From an optimization exercise on the open Yosys and OpenROAD flow, aimed at small area and a short achievable clock period; shortcuts taken in it are not production practice.
Function was checked by simulation only, so behaviour that the tests miss may differ from the original.
Power figures rest on the tool's default switching activity, not on a simulated workload.

==> design.v <==
package core_pkg;
  localparam int DATA_W     = 32;
  localparam int REG_ADDR_W = 5;
endpackage
`timescale 1ns/1ps
module mips_core #(
  parameter logic [31:0] RESET_PC = 32'hbfc0_0000
) (
  input  logic            clk,
  input  logic            reset_i,
  input  logic            stall_i,
  output logic [31:0]     rom_addr_o,
  input  logic [31:0]     rom_read_data_i,
  output logic            debug_wb_en_o,
  output logic [4:0]      debug_wb_addr_o,
  output logic [31:0]     debug_wb_data_o,
  output logic [31:0]     debug_wb_pc_o
);
  wire adv = ~stall_i;
  logic [29:0] pc_q, wpc_q;
  always_ff @(posedge clk) begin
    if (reset_i) begin
      pc_q  <= RESET_PC[31:2];
      wpc_q <= RESET_PC[31:2] - 30'd3;
    end else if (adv) begin
      pc_q  <= pc_q + 30'd1;
      wpc_q <= wpc_q + 30'd1;
    end
  end
  assign rom_addr_o    = {pc_q, 2'b00};
  assign debug_wb_pc_o = {wpc_q, 2'b00};
  logic [31:0] f_inst;
  logic        f_valid;
  always_ff @(posedge clk) begin
    if (reset_i)  f_valid <= 1'b0;
    else if (adv) f_valid <= 1'b1;
  end
  logic [3:0] f_rs_hi, f_rt_hi;
  logic [7:0] f_rs_lo, f_rt_lo;
  always_ff @(posedge clk) begin
    if (adv) begin
      f_inst  <= rom_read_data_i;
      f_rs_hi <= 4'b1 << rom_read_data_i[25:24];
      f_rs_lo <= 8'b1 << rom_read_data_i[23:21];
      f_rt_hi <= 4'b1 << rom_read_data_i[20:19];
      f_rt_lo <= 8'b1 << rom_read_data_i[18:16];
    end
  end
  wire [5:0]  op  = f_inst[31:26];
  wire [5:0]  fn  = f_inst[5:0];
  wire [4:0]  rs  = f_inst[25:21];
  wire [4:0]  rt  = f_inst[20:16];
  wire [4:0]  rd  = f_inst[15:11];
  wire [4:0]  sh  = f_inst[10:6];
  wire [15:0] imm = f_inst[15:0];
  wire special = (op == 6'h00);
  wire d_sll   = special & (fn == 6'h00);
  wire d_srl   = special & (fn == 6'h02);
  wire d_addu  = special & (fn == 6'h21);
  wire d_subu  = special & (fn == 6'h23);
  wire d_and   = special & (fn == 6'h24);
  wire d_or    = special & (fn == 6'h25);
  wire d_xor   = special & (fn == 6'h26);
  wire d_slt   = special & (fn == 6'h2a);
  wire d_addiu = (op == 6'h09);
  wire d_ori   = (op == 6'h0d);
  wire d_lui   = (op == 6'h0f);
  wire d_rtype = d_sll | d_srl | d_addu | d_subu | d_and | d_or | d_xor | d_slt;
  wire d_itype = d_addiu | d_ori | d_lui;
  wire [4:0] d_dest = d_rtype ? rd : rt;
  wire d_en    = f_valid & (d_rtype | d_itype) & (d_dest != 5'd0);
  logic        e_en, w_en;
  logic [4:0]  e_dest, w_dest;
  logic [31:0] w_data;
  logic [4:0]  w_dest_out;  
  wire fwd_a = e_en & (rs == e_dest);
  wire fwd_b = e_en & (rt == e_dest) & d_rtype;
  wire byp_a = w_en & (rs == w_dest);
  wire byp_b = w_en & (rt == w_dest);
  logic [31:0] rf_q [1:31];
  logic [31:0] rf_a, rf_b;
  always_comb begin
    rf_a = '0;
    rf_b = '0;
    for (int r = 1; r < 32; r++) begin
      if (f_rs_hi[r >> 3] & f_rs_lo[r & 7]) rf_a = rf_a | ~rf_q[r];
      if (f_rt_hi[r >> 3] & f_rt_lo[r & 7]) rf_b = rf_b | ~rf_q[r];
    end
  end
  logic [31:0] d_imm;
  always_comb begin
    d_imm = '0;
    if (d_addiu) d_imm = {{16{imm[15]}}, imm};
    if (d_ori)   d_imm = {16'h0000, imm};
    if (d_lui)   d_imm = {imm, 16'h0000};
  end
  wire        d_subtract = d_subu | d_slt;
  wire [31:0] d_a = (byp_a ? w_data : rf_a) ^ {32{d_subtract}};
  wire [31:0] d_b = ~d_rtype ? d_imm : (byp_b ? w_data : rf_b);
  logic [31:0] e_a, e_b;
  logic        e_add, e_sub, e_slt, e_and, e_or, e_xor, e_sll, e_srl;
  logic [4:0]  e_sh;
  logic [31:0] result;
  always_ff @(posedge clk) begin
    if (reset_i)  e_en <= 1'b0;
    else if (adv) e_en <= d_en;
  end
  always_ff @(posedge clk) begin
    if (adv) begin
      e_dest    <= d_dest;
      e_a       <= fwd_a ? (result ^ {32{d_subtract}}) : d_a;
      e_b       <= fwd_b ? result : d_b;
      e_add     <= d_addu | d_addiu;
      e_sub     <= d_subu;
      e_slt     <= d_slt;
      e_and     <= d_and;
      e_or      <= d_or | d_ori;
      e_xor     <= d_xor;
      e_sll     <= d_sll | d_lui;           
      e_srl     <= d_srl;
      e_sh      <= d_lui ? 5'd0 : sh;
    end
  end
  wire [31:0] a = e_a;              
  wire [31:0] b = e_b;
  wire        subtract = e_sub | e_slt;
  logic [31:0] kg [0:5];
  logic [31:0] kt [0:5];
  always_comb begin
    kg[0] = a & b;
    kt[0] = a ^ b;
    for (int k = 0; k < 5; k++) begin
      for (int i = 0; i < 32; i++) begin
        if (i >= (1 << k)) begin
          if (k == 0 && i == 1) kg[1][1] = kg[0][1] | ((kt[0][1] & a[0]) & b[0]);
          else kg[k+1][i] = kg[k][i] | (kt[k][i] & kg[k][i - (1 << k)]);
          kt[k+1][i] = kt[k][i] & kt[k][i - (1 << k)];
        end else begin
          kg[k+1][i] = kg[k][i];
          kt[k+1][i] = kt[k][i];
        end
      end
    end
  end
  wire [31:0] sum  = kt[0] ^ {kg[5][30:0], 1'b0};    
  wire        cout = kg[5][31];
  wire        lt = (a[31] == b[31]) ? ~a[31] : cout;
  wire [31:0] shl = b << e_sh;
  wire [31:0] shr = b >> e_sh;
  wire        sel_sum = e_add | e_sub;
  wire [31:0] other =
      ({32{e_and}}   & kg[0])                |
      ({32{e_or}}    & (kg[0] | kt[0]))      |
      ({32{e_xor}}   & kt[0])                |
      ({32{e_sll}}   & shl)                  |
      ({32{e_srl}}   & shr)                  |
      {31'd0, e_slt & lt};
  assign result = ({32{sel_sum}} & (sum ^ {32{e_sub}})) | other;
  always_ff @(posedge clk) begin
    if (reset_i)  w_en <= 1'b0;
    else if (adv) w_en <= e_en;
  end
  always_ff @(posedge clk) begin
    if (adv) begin
      w_data <= result;
      w_dest <= e_dest;
    end
  end
  always_ff @(posedge clk) begin
    if (adv & e_en) w_dest_out <= e_dest;
  end
  logic [3:0] w_dest_hi;
  logic [7:0] w_dest_lo;
  always_ff @(posedge clk) begin
    if (adv) begin
      w_dest_hi <= 4'b1 << e_dest[4:3];
      w_dest_lo <= 8'b1 << e_dest[2:0];
    end
  end
  logic rst_q;
  always_ff @(posedge clk) rst_q <= reset_i;
  wire [31:0] rf_wdata = ~(w_data & {32{~rst_q}});
  always_ff @(posedge clk) begin
    for (int r = 1; r < 32; r++) begin
      if (rst_q | (w_en & w_dest_hi[r >> 3] & w_dest_lo[r & 7])) rf_q[r] <= rf_wdata;
    end
  end
  assign debug_wb_en_o   = w_en & ~stall_i;
  assign debug_wb_addr_o = w_dest_out;
  assign debug_wb_data_o = w_data;
endmodule
==> run.sh <==
#!/bin/bash
# synth_recipe.tcl (not shown) runs the flow's synth.tcl, then flattens the netlist and writes it again
# the make line also repeats each setting of config.mk as NAME=value (left out here)
make -C /OpenROAD-flow-scripts/flow DESIGN_CONFIG=/design/flow/config.mk WORK_HOME=/design/flow/orfs CLKGATE_MAP_FILE= SYNTH_SCRIPT=/design/flow/synth_recipe.tcl finish
==> config.mk <==
export PLATFORM = sky130hd
export DESIGN_NAME = mips_core
export DESIGN_NICKNAME = mips_core
export VERILOG_FILES = /design/flow/design.v
export SDC_FILE = /design/flow/constraint.sdc
export NUM_CORES = 4
export LEC_CHECK = 0
export ABC_AREA = 1
export CAP_MARGIN = 20
export CELL_PAD_IN_SITES_DETAIL_PLACEMENT = 1
export CELL_PAD_IN_SITES_GLOBAL_PLACEMENT = 1
export CORE_MARGIN = 2
export CORE_UTILIZATION = 34
export CTS_CLUSTER_DIAMETER = 60
export CTS_CLUSTER_SIZE = 24
export PLACE_DENSITY = 0.55
export SETUP_SLACK_MARGIN = 2.0
export SLEW_MARGIN = 20
export TNS_END_PERCENT = 20
==> constraint.sdc <==
create_clock -name core_clock -period 4.8 [get_ports {clk}]
set_input_delay 0.9600 -clock core_clock [delete_from_list [all_inputs] [get_ports {clk}]]
set_output_delay 0.9600 -clock core_clock [all_outputs]
set_load 0.01 [all_outputs]
==> run notes, run 1 <==
status timing/DRC/antenna clean; Hold EP f_valid$_SDFFE_PP0N_; port bufs 132; final worst-path cycle share 0.619; RSZ-0062 raised after global routing true; die height 425 µm; num ports 137; pin count of the biggest net entering global routing 143; kind of critical path flop to flop; RR Endpoint rf_q[20][21]$_DFFE_PP_; cts bufs inserted 118; Synthesis Warnings 4; share of layout cells above drive strength 1 0.156; Vias/cell 6.49; hold_sp f_valid$_SDFFE_PP0N_; Mapped Area 60200 µm²; Synth-to-Final Area Change 24.1%; routed len/inst 38.8 µm; worst r2r src rst_q$_DFF_P_; die area 180000 µm²; routed vias 57200; top cell family by delay on the critical path buffers and inverters; WP buf/inv 2; pin slew with the least headroom to its limit 1.22 ns; GPL Wtd Cong 1.00; placed inst area 65800 µm²; most common cell after layout, fill and taps aside edfxtp_1; Final HPWL DP 218 mm; grt ovf 0; HP Class flop to flop; Power Density 391 nW/µm²; final WL 342 mm; Worst path max stage delay 0.83 ns; Worst Setup End Kind flop; worst-skew pair later-pin latency 0.83 ns; Worst Reg-to-Reg Cells 3; Worst VDD drop 0.340 mV; hold depth 2; Final Util 0.424; initial core utilization 0.342; drt initial violations 10200; Slew HR 0.181; Core Region 176000 µm²; crit path DAT 3.23 ns; GR Util All Layers 0.364; Root Driver clkbuf_16; CP max FO 33; LEAKAGE 27.3 nW; Critical Path Start Type flop; Final Hold Viols 0; # setup viols final 0; Avg Inst Size Synth 10.1 µm²; CTS tree built; First-pass DRT Iterations 6; MaxCap Viol Count 0; H-tree Lvls 3; most frequent cells in the layout 1184 x edfxtp_1, 983 x nand2_1, 970 x o22ai_1; minimum clock period 2.97 ns; synthesized instance count 5964; crit path max-delay cell type nand2_1; vias in the first global route 54600; setup TNS 0 ns; post-route ant nets 0; R2R Setup Slk 1.83 ns; Post-synth EDFFs 1184; first-pass GRT wire length 454 mm; final instance area 74700 µm²; clock sink count 1248; # rows 154; asr flop ratio synth 0; Horiz. Die Dim 425 µm; f_max 336 MHz; Clk pin slew, worst setup/hold paths 0.08 ns; number of nets in the layout 6466; Main synth FF type edfxtp_1; Fin Clk Skew 0.0671 ns; #FFs+latches synth 1248; worst-path cell chain inv_4 > buf_4 > nand2_1; # DRC 0; max-slew violation count 0; hold buffers post-CTS 0; antenna violations before repair 16; post-synth cell types 59; sequential fraction of the synthesis area 0.612; Worst EP required 5.05 ns; Max Root-Sink Buffers 3
## cells by family after synthesis
family / Yosys count / share of synthesized area
simple gates: 2617 / 0.188
xor+xnor: 28 / 0.00408
flops: 1248 / 0.612
other cells: 1 / 0.0000623
fa+ha+maj: 66 / 0.0137
buf+inv: 705 / 0.0488
compound gates: 1299 / 0.133
## cell usage after synthesis, types with 17 or more instances
master	number	share of area
a21oi_1	85	0.0071
and2_1	17	0.0018
buf_1	71	0.0044
buf_2	130	0.011
clkbuf_1	94	0.0059
dfxtp_1	64	0.021
edfxtp_1	1184	0.59
ha_1	66	0.014
inv_1	375	0.023
nand2_1	1088	0.068
nand3_1	487	0.041
nand4_1	113	0.012
nor2_1	710	0.044
nor3_1	61	0.0051
nor4_1	52	0.0054
o211ai_1	24	0.0030
o21ai_0	138	0.011
o22ai_1	972	0.10
or2_2	27	0.0028
xor2_1	23	0.0033
## how the worst max path moves through the flow
| stage | start | end | slack (ns) | cells past startpoint |
|---|---|---|---|---|
| floorplan | w_en$_SDFFE_PP0N_ | rf_q[10][0]$_DFFE_PP_ | 1.52 | 2 |
| global placement | stall_i | wpc_q[27]$_SDFFE_PP1N_ | 1.05 | 11 |
| detailed placement | stall_i | wpc_q[27]$_SDFFE_PP1N_ | 1.20 | 11 |
| CTS | w_data[8]$_DFFE_PN_ | debug_wb_data_o[8] | 1.72 | 1 |
| global route | f_rt_hi[0]$_SDFFCE_PP0N_ | e_b[27]$_DFFE_PN_ | 1.90 | 13 |
| finish | rst_q$_DFF_P_ | rf_q[20][21]$_DFFE_PP_ | 1.83 | 3 |
## per-layer routing
| layer | up-vias | global-route usage | share of wire |
|---|---|---|---|
| met5 | - | 0 | 0.00020 |
| li1 | 22800 | - | - |
| met1 | 29100 | 0.505 | 0.40 |
| met2 | 4275 | 0.524 | 0.41 |
| met3 | 963 | 0.0830 | 0.12 |
| met4 | 10 | 0.201 | 0.066 |
## worst min-delay path: cells and delay by family (launching register included)
family / cells / cell delay [ns]
flip-flops: 1 / 0.33
AND/OR/NAND/NOR: 2 / 0.12
## per-stage QoR
step           setup slack, ns  hold slack [ns]  total power, mW  std cells
2_1_floorplan             1.52            0.434             15.5       5967
3_3_place_gp              1.05            0.450             18.0       8339
3_5_place_dp              1.20            0.464             18.0       8343
4_1_cts                   1.72            0.482             28.6       8682
5_1_grt                   1.90            0.509             29.7       8812
6_report                  1.83            0.476             29.2       8817
## final cells by class
| class | instances | area [µm²] |
|---|---|---|
| clock inverter | 97 | 1240 |
| timing repair inverter | 2 | 12.5 |
| inverter | 386 | 1520 |
| timing repair buffer | 593 | 6460 |
| fill | 19200 | 101000 |
| sequential | 1248 | 36800 |
| tap | 2340 | 2930 |
| multi-input combinational | 4016 | 22600 |
| antenna | 6 | 15.0 |
| clock buffer | 129 | 3040 |
## sequential cells by signal, summed over array words and instances (netlist names), 30 cells and up
name and cells:
e_a 32, e_b 32, f_inst 32, pc_q 30
rf_q 992, w_data 32, wpc_q 30
## power by group
part           total, mW  switching (mW)  internal [mW]
clock network       10.5            5.19           5.27
logic               5.46            3.91           1.55
registers           13.3           0.490           12.8
## what timing repair did
action | CTS | global route
resized for setup | 199 | 261
gates cloned | 7 | 6
pin swaps | 24 | 56
buffers inserted | 106 | 123
endpoints found under the setup margin | 169 | 551
==> run 2, diff against run 1 <==
--- a/config.mk
+++ b/config.mk
@@ -16,3 +16,3 @@
 export PLACE_DENSITY = 0.55
-export SETUP_SLACK_MARGIN = 2.0
+export SETUP_SLACK_MARGIN = 2.1
 export SLEW_MARGIN = 20
==> run notes, run 2 <==
cts bufs inserted 121; LEAKAGE 28.3 nW; Final Hold Viols 0; clock sink count 1248; Core Region 176000 µm²; share of layout cells above drive strength 1 0.195; CTS tree built; post-route ant nets 0; hold buffers post-CTS 0; vias in the first global route 55900; routed len/inst 40.1 µm; Layout fillers 19000; pin count of the biggest net entering global routing 145; Slew HR 0.212; RSZ-0062 raised after global routing true; minimum clock period 3.03 ns; most common cell after layout, fill and taps aside edfxtp_1; most frequent cells in the layout 1184 x edfxtp_1, 965 x o22ai_1, 915 x nand2_1; max-slew violation count 0; Mapped Area 60200 µm²; Vias/cell 6.62; number of nets in the layout 6583; Post-synth EDFFs 1184; Clk pin slew, worst setup/hold paths 0.07 ns; initial core utilization 0.342; hold depth 2; f_max 330 MHz; Worst Setup End Kind flop; kind of critical path flop to flop; count leader, synth edfxtp_1; Final Util 0.437; port bufs 132; MaxCap Viol Count 0; final worst-path cycle share 0.630; Main synth FF type edfxtp_1; Biggest register rf_q; antenna violations before repair 21; # rows 154; Fin Clk Skew 0.0543 ns; RR Endpoint e_b[26]$_DFFE_PN_; metal3 WL 49.1 mm; largest area contributor in the netlist edfxtp_1; grt ovf 0; Final HPWL DP 219 mm; Worst VDD drop 0.319 mV; pin slew with the least headroom to its limit 1.18 ns; post-synth cell types 59; Avg Inst Size Synth 10.1 µm²; num ports 137; CP max FO 8; synthesized instance count 5964; setup TNS 0 ns; Largest register FFs 992; # DRC 0; status timing/DRC/antenna clean; Critical Path Start Type flop; Horiz. Die Dim 425 µm; WHS 0.482 ns; GR Util All Layers 0.376; most instantiated cells after synthesis 1184 x edfxtp_1, 1088 x nand2_1, 972 x o22ai_1; Synth top area share 0.591; hold_sp f_valid$_SDFFE_PP0N_; register area 36800 µm²; # setup viols final 0; GPL Wtd Cong 0.964; first-pass GRT wire length 469 mm; die area 180000 µm²; Max Root-Sink Buffers 3; #FFs+latches synth 1248; die height 425 µm; Power Density 384 nW/µm²; Synth area leaders edfxtp_1 59%, o22ai_1 10%, nand2_1 6.8%; highest metal used met5; asr flop ratio synth 0; HP Class flop to flop; Worst Reg-to-Reg Cells 13; crit path DAT 3.59 ns; Root Driver clkbuf_16; H-tree Lvls 3; routed vias 59200; Multi-input gate area 23400 µm²; Synth-to-Final Area Change 27.9%; sequential fraction of the synthesis area 0.612; Hold EP f_valid$_SDFFE_PP0N_; worst-skew pair later-pin latency 0.82 ns; M1 wire length 138 mm; First-pass DRT Iterations 5; Synthesis Warnings 4; met2 WL post-DR 146 mm; worst r2r src f_rt_hi[3]$_SDFFCE_PN0N_; R2R Setup Slk 1.77 ns; Worst EP required 5.37 ns; drt initial violations 10800; final WL 359 mm
==> run 2: cell counts after synthesis <==
No cell type changed its count.
==> run 2: area by class of cell <==
type,instances,area share
flip-flops and latches,1248,0.479
multi-input cells,4016,0.304
repair buffers,707,0.103
clock buffers,129,0.0403
well taps,2340,0.0381
inverters,386,0.0201
clock inverters,99,0.0148
diodes,13,0.000423
repair inverters,2,0.000260
==> run 2: power breakdown <==
| part | internal, mW | switching (mW) | total [mW] |
|---|---|---|---|
| Clock | 5.19 | 5.21 | 10.4 |
| Combinational | 1.75 | 4.19 | 5.94 |
| Sequential | 12.8 | 0.480 | 13.2 |
==> run 2: kinds of logic after synthesis <==
kind of cell / Yosys count / share of synthesized area
compound gates: 1299 / 0.133
xor+xnor: 28 / 0.00408
fa+ha+maj: 66 / 0.0137
buf+inv: 705 / 0.0488
flops: 1248 / 0.612
other cells: 1 / 0.0000623
simple gates: 2617 / 0.188
==> run 2: worst max-delay path, cell delays in order, from the launching register on <==
cell      delay (ns)
edfxtp_1        0.47
buf_12          0.22
nand2_8         0.13
buf_12          0.16
buf_4           0.19
o22ai_1         0.08
nor2_1          0.26
nand2_1         0.11
nor2_1          0.19
nand4_1         0.46
o21ai_0         0.22
nand2_1         0.08
nand2_1         0.13
nand2_1         0.08
==> run 2: worst max path at each step <==
stage / from / endpoint / slack [ns] / cells after the start
floorplan: w_en$_SDFFE_PP0N_ / rf_q[10][0]$_DFFE_PP_ / 1.52 / 2
global placement: f_rt_hi[0]$_SDFFCE_PP0N_ / e_b[4]$_DFFE_PN_ / 0.95 / 7
CTS: w_data[14]$_DFFE_PN_ / debug_wb_data_o[14] / 1.88 / 2
global route: f_rt_hi[3]$_SDFFCE_PN0N_ / e_b[26]$_DFFE_PN_ / 1.70 / 13
finish: f_rt_hi[3]$_SDFFCE_PN0N_ / e_b[26]$_DFFE_PN_ / 1.77 / 13
detailed placement: f_rt_hi[3]$_SDFFCE_PN0N_ / e_b[4]$_DFFE_PN_ / 0.95 / 9
==> run 2: per-stage QoR <==
stage / instance area (µm²) / setup WS, ns / instances / power, mW
global placement: 65700 / 0.952 / 8349 / 18.0
CTS: 73600 / 1.88 / 8765 / 28.8
global route: 76900 / 1.70 / 8929 / 30.0
detailed placement: 65800 / 0.947 / 8353 / 18.1
finish: 76900 / 1.77 / 8940 / 29.6
floorplan: 60200 / 1.52 / 5967 / 15.5
==> run 2: layer usage <==
layer,vias to the layer above,track usage
met2,4975,0.530
met1,30000,0.520
met5,-,0
met3,1104,0.0995
met4,14,0.211
li1,23100,-
==> run 2: timing repair <==
item / 4_1_cts / 5_1_grt
resized for setup: 365 / 376
pin swaps: 54 / 113
gates cloned: 4 / 13
setup buffers: 180 / 148
endpoints found under the setup margin: 283 / 321
==> run 3, diff against run 2 <==
--- a/config.mk
+++ b/config.mk
@@ -16,4 +16,4 @@
 export PLACE_DENSITY = 0.55
-export SETUP_SLACK_MARGIN = 2.1
+export SETUP_SLACK_MARGIN = 2.2
 export SLEW_MARGIN = 20
-export TNS_END_PERCENT = 20
+export TNS_END_PERCENT = 30
==> run notes, run 3 <==
Layout fillers 19000; Worst Reg-to-Reg Cells 11; sequential fraction of the synthesis area 0.612; grt ovf 0; count leader, synth edfxtp_1; Worst EP required 5.35 ns; crit path max-delay cell type nand3b_1; worst-skew pair later-pin latency 0.82 ns; most common cell after layout, fill and taps aside edfxtp_1; Vias/cell 6.65; Place WS 1.16 ns; most frequent cells in the layout 1184 x edfxtp_1, 960 x o22ai_1, 930 x nand2_1; CP max FO 14; Final HPWL DP 218 mm; Worst path max stage delay 0.69 ns; RR Endpoint e_a[15]$_DFFE_PN_; routed vias 59800; Worst Setup End Kind flop; minimum clock period 3.05 ns; Synth-to-Final Area Change 29.6%; Biggest register rf_q; post-route ant nets 0; CP startpoint f_rs_hi[1]$_SDFFCE_PP0N_; most instantiated cells after synthesis 1184 x edfxtp_1, 1088 x nand2_1, 972 x o22ai_1; number of nets in the layout 6632; Hold EP f_valid$_SDFFE_PP0N_; Clk pin slew, worst setup/hold paths 0.07 ns; Max Root-Sink Buffers 3; Largest register FFs 992; final WL 366 mm; share of layout cells above drive strength 1 0.211; # rows 154; R2R Setup Slk 1.75 ns; pin slew with the least headroom to its limit 1.25 ns; H-tree Lvls 3; Main synth FF type edfxtp_1; die area 180000 µm²; Mapped Area 60200 µm²; total power draw 29.8 mW; GPL Wtd Cong 0.963; num ports 137; final worst-path cycle share 0.635; largest area contributor in the netlist edfxtp_1; Critical Path Start Type flop; crit path DAT 3.60 ns; MaxCap Viol Count 0; pin count of the biggest net entering global routing 144; Synth area leaders edfxtp_1 59%, o22ai_1 10%, nand2_1 6.8%; Root Driver clkbuf_16; worst r2r src f_rs_hi[1]$_SDFFCE_PP0N_; #FFs+latches synth 1248; CTS tree built; placed insts 8328; clock sink count 1248; # setup viols final 0; hold buffers post-CTS 0; f_max 328 MHz; Horiz. Die Dim 425 µm; Post-synth EDFFs 1184; Synth top area share 0.591; RSZ-0062 raised after global routing true; worst-path cell chain buf_12 > nand2_8 > buf_6 > o22ai_1 > nor2_1 > nand4_1 > nand3b_1 > o21ai_0 > nand2_1 > nand3_1 > nand2_1; Avg Inst Size Synth 10.1 µm²; asr flop ratio synth 0; drt initial violations 10300; post-synth cell types 59; vias in the first global route 55900; Slew HR 0.165; Core Region 176000 µm²; Fin Clk Skew 0.0375 ns; max-slew violation count 0; Worst VDD drop 0.300 mV; initial core utilization 0.342; HP Class flop to flop; final worst setup slack 1.75 ns; hold_sp f_valid$_SDFFE_PP0N_; Power Density 382 nW/µm²; GR Util All Layers 0.390; cts bufs inserted 115; status timing/DRC/antenna clean; hold depth 2; fin cells 8982; synthesized instance count 5964; # DRC 0; WHS 0.475 ns; Final Hold Viols 0; First-pass DRT Iterations 6; first-pass GRT wire length 481 mm; routed len/inst 40.8 µm; antenna violations before repair 28; port bufs 132; kind of critical path flop to flop; Synthesis Warnings 4; LEAKAGE 28.5 nW; most frequent cell on the critical path nand2_1; setup TNS 0 ns; die height 425 µm
==> run 3: cell counts after synthesis <==
Identical to the previous run, type by type.
==> run 3: timing repair <==
item,in CTS,in global routing
gates resized for setup,598,379
buffers inserted,274,123
pin swaps,74,129
gates cloned,21,7
endpoints found under the setup margin,1075,828
==> run 3: layer usage <==
metal	vias up	GRT usage	routed length, µm
met1	30200	0.531	141000
li1	23200	-	-
met2	5092	0.540	147000
met5	-	0.00291	213
met3	1219	0.119	50800
met4	28	0.236	27700
==> run 3: kinds of logic after synthesis <==
logic type                 after synthesis  share of synthesized area
other                                    1                  0.0000623
and+or+nand+nor                       2617                      0.188
adders and majority gates               66                     0.0137
AOI/OAI and AO/OA                     1299                      0.133
xor gates and xnor gates                28                    0.00408
buffers and inverters                  705                     0.0488
DFF                                   1248                      0.612
==> run 3: power breakdown <==
group	internal, mW	switching [mW]
clock	5.21	5.18
combinational	1.88	4.28
sequential	12.8	0.490
total	19.9	9.95
==> run 3: worst max path at each step <==
stage	to
5_1_grt	e_a[15]$_DFFE_PN_
2_1_floorplan	rf_q[10][0]$_DFFE_PP_
3_3_place_gp	e_b[2]$_DFFE_PN_
3_5_place_dp	e_b[2]$_DFFE_PN_
6_report	e_a[15]$_DFFE_PN_
4_1_cts	e_b[2]$_DFFE_PN_
==> run 3: cell type report <==
cell class / instances / area (µm²) / area share
Inverter: 386 / 1530 / 0.0196
Multi-Input combinational cell: 4020 / 23600 / 0.303
Sequential cell: 1248 / 36900 / 0.473
Antenna cell: 11 / 27.5 / 0.000353
Timing Repair Buffer: 759 / 8800 / 0.113
Clock inverter: 94 / 1180 / 0.0152
Timing Repair inverter: 1 / 7.51 / 0.0000963
Clock buffer: 123 / 2970 / 0.0381
Tap cell: 2340 / 2930 / 0.0376
==> run 3: stage by stage <==
stage,util,area (µm²)
after floorplan,-,60200
after global placement,0.373,65600
after detailed placement,0.373,65600
after CTS,0.426,74900
after global routing,0.443,77900
final,0.443,77900
==> run 3: critical path, delay by kind of cell, from the launching register on <==
family	cells	cell delay, ns
DFF	1	0.42
and+or+nand+nor	7	1.50
AOI/OAI and AO/OA	2	0.41
buffers and inverters	2	0.45
==> run 4, diff against run 3 <==
--- a/config.mk
+++ b/config.mk
@@ -12,8 +12,8 @@
 export CORE_MARGIN = 2
-export CORE_UTILIZATION = 34
+export CORE_UTILIZATION = 38
 export CTS_CLUSTER_DIAMETER = 60
 export CTS_CLUSTER_SIZE = 24
-export PLACE_DENSITY = 0.55
-export SETUP_SLACK_MARGIN = 2.2
+export PLACE_DENSITY = 0.6
+export SETUP_SLACK_MARGIN = 1.9
 export SLEW_MARGIN = 20
-export TNS_END_PERCENT = 30
+export TNS_END_PERCENT = 10
==> run notes, run 4 <==
status timing/DRC/antenna clean; Synthesis Warnings 4; main combinational cell family by area after synthesis simple AND/OR/NAND/NOR gates; mux cell area share after synthesis 0; share of layout cells above drive strength 1 0.126; drt initial violations 10500; Fin Clk Skew 0.0484 ns; First-pass DRT Iterations 6; Avg Inst Size Synth 10.1 µm²; Synth area leaders edfxtp_1 59%, o22ai_1 10%, nand2_1 6.8%; kind of critical path flop to primary output; final worst-path cycle share 0.674; initial core utilization 0.381; number of nets in the layout 6369; P_int 19.2 mW; worst-path cell chain clkdlybuf4s50_1; RSZ-0062 raised after global routing true; Main synth FF type edfxtp_1; routed len/inst 39.9 µm; clock sink count 1248; most frequent cells in the layout 1184 x edfxtp_1, 1016 x nand2_1, 969 x o22ai_1; Slew HR 0.174; f_max 309 MHz; asr flop ratio synth 0; Post-Synth Simple-Gate Area 0.188; register area 36800 µm²; Synth-to-Final Area Change 19.6%; num ports 137; Multi-input gate area 21900 µm²; HP Class flop to flop; Power Density 396 nW/µm²; Core Region 158000 µm²; crit path max-delay cell type edfxtp_1; R2R Setup Slk 1.65 ns; Horiz. Die Dim 402 µm; count leader, synth edfxtp_1; Max Root-Sink Buffers 3; GPL Wtd Cong 0.973; port bufs 132; Worst EP required 3.84 ns; Worst Setup End Kind primary output; Switching Fraction 0.327; setup TNS 0 ns; MaxCap Viol Count 0; end of the critical path debug_wb_data_o[24]; Vias/cell 6.78; first-pass GRT wire length 445 mm; post-route ant nets 0; pin count of the biggest net entering global routing 155; LEAKAGE 26.2 nW; # setup viols final 0; total power draw 28.5 mW; GR Util All Layers 0.396; most instantiated cells after synthesis 1184 x edfxtp_1, 1088 x nand2_1, 972 x o22ai_1; most common cell after layout, fill and taps aside edfxtp_1; #FFs+latches synth 1248; Final Util 0.456; antenna violations before repair 17; Clk pin slew, worst setup/hold paths 0.07 ns; synthesized instance count 5964; power share of the sequential group 0.466; CP max FO 4; CP startpoint w_data[24]$_DFFE_PN_; Adder-Cell Fraction of Synth Area 0.0137; Final Hold Viols 0; metal3 WL 45.7 mm; Layout fillers 17300; sequential fraction of the synthesis area 0.612; # rows 146; vias in the first global route 54100; cts bufs inserted 115; worst r2r src f_rs_lo[7]$_SDFFCE_PN0N_; Post-synth EDFFs 1184; largest area contributor in the netlist edfxtp_1; WP buf/inv 1; Mapped Area 60200 µm²; CP Depth 1; max-slew violation count 0; # DRC 0; switching power 9.34 mW; Synth Area in XOR/XNOR 0.00408; Final HPWL DP 208 mm; compound-cell area share of the yosys netlist 0.133; grt ovf 0; top cell family by delay on the critical path flip-flops; hold buffers post-CTS 0; minimum clock period 3.24 ns; clock power share 0.354; post-synth cell types 59; Synth top area share 0.591; logic gate share of total power 0.180; H-tree Lvls 3; highest metal used met5; met2 WL post-DR 137 mm; pin slew with the least headroom to its limit 1.23 ns; final WL 337 mm; Root Driver clkbuf_16; crit path DAT 2.28 ns; CTS tree built; die area 161000 µm²; Worst VDD drop 0.310 mV; Worst Reg-to-Reg Cells 10; Critical Path Start Type flop; RR Endpoint e_a[18]$_DFFE_PN_; Biggest register rf_q; Worst path max stage delay 0.84 ns; die height 402 µm; M1 wire length 130 mm; routed vias 57200; Largest register FFs 992; worst-skew pair later-pin latency 0.80 ns
[run 4: cell counts after synthesis]
Identical to the previous run, type by type.
[run 4: final cells by class]
| cell class | instances | share of cell area |
|---|---|---|
| Clock inverter | 97 | 0.0153 |
| Antenna cell | 2 | 0.0000695 |
| Sequential cell | 1248 | 0.512 |
| Multi-Input combinational cell | 4021 | 0.304 |
| Timing Repair inverter | 1 | 0.000104 |
| Tap cell | 2072 | 0.0360 |
| Timing Repair Buffer | 495 | 0.0709 |
| Inverter | 386 | 0.0209 |
| Clock buffer | 120 | 0.0405 |
[run 4: cells by family (layout without fill, tap and decap cells)]
family / count (synthesis) / in the layout
compound gates: 1299 / 1299
xor+xnor: 28 / 28
fa+ha+maj: 66 / 66
buf+inv: 705 / 1099
flops: 1248 / 1248
other cells: 1 / 6
simple gates: 2617 / 2624
[run 4: stage by stage]
stage	hold WS, ns	setup slack, ns	instance area, µm²	cells
final	0.477	1.56	72000	8442
after global routing	0.537	1.66	72000	8440
after CTS	0.474	1.66	70400	8334
after detailed placement	0.454	0.504	65200	8065
after global placement	0.443	0.479	65200	8063
after floorplan	0.434	1.52	60200	5967
[run 4: power by group through the flow]
stage                     logic (mW)  registers [mW]  clock network (mW)
after global routing            5.18            13.3                10.4
after CTS                       4.61            13.3                10.1
after floorplan                 2.21            13.3                   0
final                           5.14            13.3                10.1
after global placement          4.38            13.5                   0
after detailed placement        4.43            13.5                   0
[run 4: worst min-delay path by stage]
stage | to | slack, ns | from | cells past startpoint
floorplan | f_valid$_SDFFE_PP0N_ | 0.43 | f_valid$_SDFFE_PP0N_ | 2
global placement | f_valid$_SDFFE_PP0N_ | 0.44 | f_valid$_SDFFE_PP0N_ | 2
detailed placement | f_valid$_SDFFE_PP0N_ | 0.45 | f_valid$_SDFFE_PP0N_ | 2
CTS | f_valid$_SDFFE_PP0N_ | 0.47 | f_valid$_SDFFE_PP0N_ | 2
global route | f_valid$_SDFFE_PP0N_ | 0.54 | f_valid$_SDFFE_PP0N_ | 2
finish | f_valid$_SDFFE_PP0N_ | 0.48 | f_valid$_SDFFE_PP0N_ | 2
[run 4: per-layer routing]
metal | global-route usage | vias to the layer above
met5 | 0 | -
met4 | 0.227 | 30
met3 | 0.105 | 1116
met2 | 0.561 | 4623
met1 | 0.547 | 28800
li1 | - | 22600
[run 4: repair_timing]
action                     4_1_cts  5_1_grt
resized for setup              108       95
setup endpoints to repair      123      171
setup buffers                   47       97
pin swaps                        6       25
cloned                           5        8
[run 4: worst min-delay path: cells and delay by family (launching register included)]
| kind | cells | cell delay [ns] |
|---|---|---|
| DFF | 1 | 0.33 |
| and+or+nand+nor | 2 | 0.12 |
==> run 5, diff against run 4 <==
--- a/config.mk
+++ b/config.mk
@@ -16,3 +16,3 @@
 export PLACE_DENSITY = 0.6
-export SETUP_SLACK_MARGIN = 1.9
+export SETUP_SLACK_MARGIN = 1.7
 export SLEW_MARGIN = 20
==> run notes, run 5 <==
clock sink count 1248; grt ovf 0; worst-skew pair later-pin latency 0.79 ns; Max Root-Sink Buffers 3; hold_sp f_valid$_SDFFE_PP0N_; placed inst area 65300 µm²; Post-synth EDFFs 1184; number of nets in the layout 6224; synthesized instance count 5964; final instance area 70000 µm²; worst r2r src f_rt_hi[0]$_SDFFCE_PP0N_; post-route ant nets 0; Final HPWL DP 204 mm; CP startpoint f_rt_hi[0]$_SDFFCE_PP0N_; Main synth FF type edfxtp_1; Multi-input gate area 21300 µm²; most frequent cells in the layout 1184 x edfxtp_1, 1025 x nand2_1, 971 x o22ai_1; Core Region 158000 µm²; pin slew with the least headroom to its limit 1.30 ns; Clk pin slew, worst setup/hold paths 0.09 ns; first-pass GRT wire length 437 mm; die height 402 µm; top cell family by delay on the critical path compound AO/OA/AOI/OAI gates; Largest register FFs 992; cts bufs inserted 112; Worst VDD drop 0.315 mV; status timing/DRC/antenna clean; setup TNS 0 ns; CP max FO 14; Power Density 402 nW/µm²; CTS tree built; asr flop ratio synth 0; Fin Clk Skew 0.0499 ns; pin count of the biggest net entering global routing 178; #FFs+latches synth 1248; Slew HR 0.128; kind of critical path flop to flop; GPL Wtd Cong 0.956; Synthesis Warnings 4; # DRC 0; routed len/inst 39.1 µm; # setup viols final 0; First-pass DRT Iterations 6; Biggest register rf_q; Horiz. Die Dim 402 µm; Mapped Area 60200 µm²; Vias/cell 6.81; MaxCap Viol Count 0; routed vias 56500; largest area contributor in the netlist edfxtp_1; f_max 296 MHz; sequential fraction of the synthesis area 0.612; crit path DAT 3.89 ns; minimum clock period 3.38 ns; most instantiated cells after synthesis 1184 x edfxtp_1, 1088 x nand2_1, 972 x o22ai_1; final WL 325 mm; HP Class flop to flop; # rows 146; RSZ-0062 raised after global routing true; LEAKAGE 25.3 nW; max-slew violation count 0; Worst EP required 5.32 ns; initial core utilization 0.381; Worst Setup End Kind flop; Root Driver clkbuf_16; die area 161000 µm²; GR Util All Layers 0.389; Critical Path Start Type flop; Synth-to-Final Area Change 16.4%; port bufs 132; drt initial violations 10200; total power draw 28.2 mW; Layout fillers 17300; worst-path cell chain buf_4 > nand2_4 > buf_4 > o22ai_1 > nor2_1 > nand4_1 > o211ai_1 > o21ai_2 > nand2_1 > nand2_1; num ports 137; crit path max-delay cell type o211ai_1; final worst-path cycle share 0.703; register area 36800 µm²; antenna violations before repair 19; post-synth cell types 59; final worst setup slack 1.42 ns; most common cell after layout, fill and taps aside edfxtp_1; Synth top area share 0.591; Avg Inst Size Synth 10.1 µm²; share of layout cells above drive strength 1 0.0981; H-tree Lvls 3; count leader, synth edfxtp_1; Final Hold Viols 0; WP buf/inv 2; Synth area leaders edfxtp_1 59%, o22ai_1 10%, nand2_1 6.8%; vias in the first global route 53200; Place WS 0.846 ns; Worst path max stage delay 0.77 ns
==> run 5: cell counts after synthesis <==
Identical to the previous run, type by type.
==> run 5: area by class of cell <==
class / instances / area share
clock buffer: 116 / 0.0406
clock inverter: 94 / 0.0171
inverter: 386 / 0.0212
tap: 2072 / 0.0370
sequential: 1248 / 0.526
antenna: 7 / 0.000250
multi-input combinational: 4014 / 0.305
timing repair buffer: 361 / 0.0530
==> run 5: kinds of logic after synthesis <==
group                    Yosys count  share of synthesized area
AO/OA/AOI/OAI                   1299                      0.133
XOR/XNOR                          28                    0.00408
adder cells (fa/ha/maj)           66                     0.0137
buffers and inverters            705                     0.0488
flip-flops                      1248                      0.612
other                              1                  0.0000623
AND/OR/NAND/NOR                 2617                      0.188
==> run 5: layer usage <==
metal | vias up | routed length (µm) | track usage
met5 | - | 62 | 0
li1 | 22300 | - | -
met1 | 28400 | 127000 | 0.548
met2 | 4747 | 132000 | 0.551
met4 | 8 | 21900 | 0.207
met3 | 1073 | 43300 | 0.0954
==> run 5: path summary, 6_finish.rpt <==
kind	cells after the start	to	slack [ns]
max	10	e_b[0]$_DFFE_PN_	1.42
min reg2reg	2	f_valid$_SDFFE_PP0N_	0.48
max reg2reg	10	e_b[0]$_DFFE_PN_	1.42
min	2	f_valid$_SDFFE_PP0N_	0.48
==> run 5: worst reg2reg max path: cells and delay by family, from the launching register on <==
| family | cells | cell delay, ns |
|---|---|---|
| flops | 1 | 0.38 |
| buf+inv | 2 | 0.69 |
| simple gates | 5 | 0.84 |
| compound gates | 3 | 1.22 |
==> run 5: through the flow <==
step           hold WS [ns]  utilization  cells
2_1_floorplan         0.434            -   5967
3_3_place_gp          0.452        0.413   8055
3_5_place_dp          0.466        0.414   8058
4_1_cts               0.489        0.441   8272
5_1_grt               0.539        0.443   8291
6_report              0.484        0.444   8298
==> run 5: where the power goes <==
part | leakage, nW | switching [mW] | total [mW] | internal, mW
registers | 11.3 | 0.568 | 13.3 | 12.8
clock network | 1.93 | 5.05 | 10.1 | 5.05
logic | 12.1 | 3.54 | 4.74 | 1.20
==> run 5: what timing repair did <==
action,4_1_cts,5_1_grt
cloned,0,0
buffers inserted,4,18
pin swaps,1,1
resized for setup,38,48
setup endpoints to repair,59,71
hold buffers,0,0

[separate check: timing with driven ports]
Ports are ideal in the flow. The routed layouts listed here were re-timed in OpenROAD.
Step 1, drivers: a clkbuf_16 drives clk and a buf_2 each remaining input, both assumed.
Step 2 times the ports against the registers' clock, not the clock port: input delays grow and output delays shrink by t, the midpoint of the rising clock arrivals with the driver on.
a / b / c = ideal ports / drivers / drivers and shift; a / b = the first two.
run	t, ns	slack for setup (ns)	hold slack, ns	latest minus earliest clock arrival (ns)	slew at the worst register clock pin (ns)
run 1	0.885	1.828 / 1.828 / 1.469	0.476 / 0.476 / 0.476	0.069 / 0.068	0.09 / 0.09
run 2	0.876	1.774 / 1.774 / 1.489	0.482 / 0.482 / 0.482	0.054 / 0.054	0.09 / 0.09
run 3	0.885	1.751 / 1.751 / 1.539	0.475 / 0.475 / 0.475	0.044 / 0.044	0.09 / 0.09
run 4	0.869	1.565 / 1.470 / 1.251	0.477 / 0.477 / 0.477	0.051 / 0.051	0.09 / 0.09
run 5	0.849	1.424 / 1.424 / 1.424	0.484 / 0.484 / 0.484	0.055 / 0.055	0.09 / 0.09
After both steps setup and hold are still met in every run listed. For run 1, which loses most, drivers alone change the setup slack by 0.000 ns; drivers and shift together by -0.359 ns.
